Source: an optimization exercise on an open RTL-to-GDS flow (aim: small area). Production flows keep margins and buffers that such runs may drop. Only simulation tests tie the RTL to the original design; equivalence was not proved. Power and IR drop assume default switching activity.

## register_bank
module register_bank #(
  parameter int unsigned DATA_WIDTH    = core_pkg::DATA_WIDTH,
  parameter int unsigned ADDR_WIDTH    = core_pkg::ADDR_WIDTH,
  parameter int unsigned ERR_CNT_WIDTH = 8
) (
  input  logic                     clock,
  input  logic                     reset,
  input  logic [ADDR_WIDTH-1:0]    readAddrA,
  input  logic [ADDR_WIDTH-1:0]    readAddrB,
  output logic [DATA_WIDTH-1:0]    dataA,
  output logic [DATA_WIDTH-1:0]    dataB,
  input  logic                     writeEnable,
  input  logic [ADDR_WIDTH-1:0]    writeAddr,
  input  logic [DATA_WIDTH-1:0]    writeData,
  input  logic                     aluError,
  input  logic                     outEnable,
  output logic [DATA_WIDTH-1:0]    outData,
  input  logic                     errorClear,
  output logic                     errorFlag,
  output logic [ERR_CNT_WIDTH-1:0] errorCount
);
Size: ~160 I/O pins, ~0.042 sq mm of cells after synthesis.
clock: 7.0 ns
lec_check: 0
cap_margin: 20
core_margin: 2
core_utilization: 35
place_density: 0.45
slew_margin: 20
synth_hierarchical: 1
standard.sh (not shown) runs the stock make flow with config.mk's settings and CLKGATE_MAP_FILE= SYNTH_SCRIPT=/design/flow/synth_recipe.tcl, a recipe that flattens the netlist after the stock synthesis.
==> flow/flow/run.sh <==
#!/bin/bash
# Standard ORFS layout (standard.sh, synthesis unchanged) with two layout
# settings changed: ports are buffered with a small buffer instead of the
# default pick, and CTS builds its tree from small clock buffers without
# dummy loads.
set -euo pipefail
bash standard.sh \
  "BUFFER_PORTS_ARGS=-buffer_cell sky130_fd_sc_hd__buf_1" \
  "CTS_ARGS=-sink_clustering_enable -repair_clock_nets -dont_use_dummy_load -buf_list {sky130_fd_sc_hd__clkbuf_4 sky130_fd_sc_hd__clkbuf_8} -sink_clustering_size 16 -sink_clustering_max_diameter 45" \
  finish > standard.log 2>&1
The baseline finished clean.
Then changed:
==> flow/flow/run.sh (replaced) <==
#!/bin/bash
# Standard ORFS layout (standard.sh, synthesis unchanged) with two layout
# settings changed: ports are buffered with a small buffer instead of the
# default pick, and CTS builds its tree from clkbuf_8 clusters of up to 16
# sinks without dummy loads. make's output goes to standard.log; each ORFS
# step keeps its own log under orfs/logs/.
set -euo pipefail
bash standard.sh \
  "BUFFER_PORTS_ARGS=-buffer_cell sky130_fd_sc_hd__buf_1" \
  "CTS_ARGS=-sink_clustering_enable -repair_clock_nets -dont_use_dummy_load -buf_list {sky130_fd_sc_hd__clkbuf_8} -sink_clustering_size 16 -sink_clustering_max_diameter 60" \
  finish > standard.log 2>&1
- CORE_UTILIZATION: 35 -> 45
- PLACE_DENSITY: 0.45 -> 0.6
What happened: Worst hold slack gains 0.055 ns. Power went down by a little under a tenth. Utilization is higher by 10 points. Wire length decreases by a little under a tenth. Clock-buffer cell count goes down by 55. Sequential power stays flat. Area after synthesis is unchanged.
Then changed:
==> flow/flow/run.sh (replaced) <==
#!/bin/bash
# Standard ORFS layout (standard.sh, synthesis unchanged) with two layout
# settings changed: ports are buffered with a small buffer instead of the
# default pick, and CTS builds its tree from small clock buffers without
# dummy loads.
set -euo pipefail
bash standard.sh \
  "BUFFER_PORTS_ARGS=-buffer_cell sky130_fd_sc_hd__buf_1" \
  "CTS_ARGS=-sink_clustering_enable -repair_clock_nets -dont_use_dummy_load -buf_list {sky130_fd_sc_hd__clkbuf_4 sky130_fd_sc_hd__clkbuf_8} -sink_clustering_size 16 -sink_clustering_max_diameter 45" \
  finish > standard.log 2>&1
Worst setup slack gets better by 0.020 ns.
Design area rose by 0.96%.
Maximum frequency rose by 0.31%.
Synthesized cell count stays the same.

========
Setup of oak:
register_bank, a different RTL version from the one above (not shown whole).
Size: roughly 2200 cells after synthesis, roughly 160 I/O pins.
==> flow/design.v (excerpt) <==
module register_bank #(
  parameter int unsigned DATA_WIDTH    = core_pkg::DATA_WIDTH,
  parameter int unsigned ADDR_WIDTH    = core_pkg::ADDR_WIDTH,
  parameter int unsigned ERR_CNT_WIDTH = 8
) (
  input  logic                     clock,
  input  logic                     reset,
  input  logic [ADDR_WIDTH-1:0]    readAddrA,
  input  logic [ADDR_WIDTH-1:0]    readAddrB,
  output logic [DATA_WIDTH-1:0]    dataA,
  output logic [DATA_WIDTH-1:0]    dataB,
  input  logic                     writeEnable,
  input  logic [ADDR_WIDTH-1:0]    writeAddr,
  input  logic [DATA_WIDTH-1:0]    writeData,
  input  logic                     aluError,
  input  logic                     outEnable,
  output logic [DATA_WIDTH-1:0]    outData,
  input  logic                     errorClear,
  output logic                     errorFlag,
  output logic [ERR_CNT_WIDTH-1:0] errorCount
);
export LEC_CHECK = 0
export CAP_MARGIN = 20
export CORE_MARGIN = 2
export CORE_UTILIZATION = 45
export PLACE_DENSITY = 0.6
export SLEW_MARGIN = 20
export SYNTH_HIERARCHICAL = 1
create_clock -name core_clock -period 7.0 [get_ports {clock}]
==> flow/flow/run.sh <==
#!/bin/bash
# Standard ORFS layout (standard.sh, synthesis unchanged) with two layout
# settings changed: ports are buffered with a small buffer instead of the
# default pick, and CTS builds its tree from clkbuf_8 clusters of up to 17
# sinks without dummy loads. make's output goes to standard.log; each ORFS
# step keeps its own log under orfs/logs/.
set -euo pipefail
bash standard.sh \
  "BUFFER_PORTS_ARGS=-buffer_cell sky130_fd_sc_hd__buf_1" \
  "CTS_ARGS=-sink_clustering_enable -repair_clock_nets -dont_use_dummy_load -buf_list {sky130_fd_sc_hd__clkbuf_8} -sink_clustering_size 17 -sink_clustering_max_diameter 70" \
  finish > standard.log 2>&1
Looking at the reports, oak completed the entire flow and the layout it produced met the timing, DRC and antenna checks.
Input changes introduced in pine (baseline for comparison: oak):
--- a/flow/flow/run.sh
+++ b/flow/flow/run.sh
@@ -4 +4 @@
-# default pick, and CTS builds its tree from clkbuf_8 clusters of up to 17
+# default pick, and CTS builds its tree from clkbuf_8 clusters of up to 16
@@ -10 +10 @@
-  "CTS_ARGS=-sink_clustering_enable -repair_clock_nets -dont_use_dummy_load -buf_list {sky130_fd_sc_hd__clkbuf_8} -sink_clustering_size 17 -sink_clustering_max_diameter 70" \
+  "CTS_ARGS=-sink_clustering_enable -repair_clock_nets -dont_use_dummy_load -buf_list {sky130_fd_sc_hd__clkbuf_8} -sink_clustering_size 16 -sink_clustering_max_diameter 60" \
Results
Looking at met2 layer usage reported by global route, pine sits above oak. From pine to oak, setup total negative slack did not move at all. oak: done, clean on timing, DRC and antenna. pine completed; timing, DRC and antenna clean. Worst setup path endpoint = dataB[23]: oak; worst setup path endpoint = dataA[8]: pine. Summary of pine over oak: wire length of the first global-routing pass did not really move; clock-buffer cell count went up. Comparing oak with pine, the wire length came out essentially unchanged. pine against oak: power density relative to cell area grew by 1.4%, number of CTS-inserted buffers climbed 14, delay of the slowest cell on the worst path fell 0.40 ns, sequential cell area share moved down, leakage power figure rose about 0.8%. Slack of the critical path: pine > oak.

[what the ideal ports hide]
Ports are ideal in the flow. The routed layouts listed here were re-timed in OpenROAD.
Step 1: set_driving_cell puts a clkbuf_16 on clock and a buf_2 on each other input, an assumption about the parent block.
Step 2 adds t to the input delays and takes it off the output delays; t is the mean of the earliest and latest rising clock arrival at the registers after step 1. Input paths then give back, and output paths get back, about the clock's delay inside the block.
a / b / c = no drivers / after step 1 / after step 2; a / b = the first two.
| run | shift t [ns] | setup slack, ns | worst slew at a driven data input, ns | pins driven straight from the clock port |
|---|---|---|---|---|
| the first run of note 1 | 0.885 | 0.433 / 0.399 / 0.399 | 0.12 | 1 |
| the second run of note 1 | 0.747 | 0.502 / 0.471 / 0.471 | 0.11 | 1 |
| the third run of note 1 | 0.807 | 0.522 / 0.491 / 0.491 | 0.10 | 1 |
| oak | 0.764 | 0.308 / 0.260 / 0.260 | 0.11 | 1 |
| pine | 0.780 | 0.340 / 0.228 / 0.228 | 0.11 | 1 |
After both steps every run listed still meets setup and hold. The setup slack of pine, which loses most, moves by -0.112 ns with the drivers and by -0.112 ns with both steps.
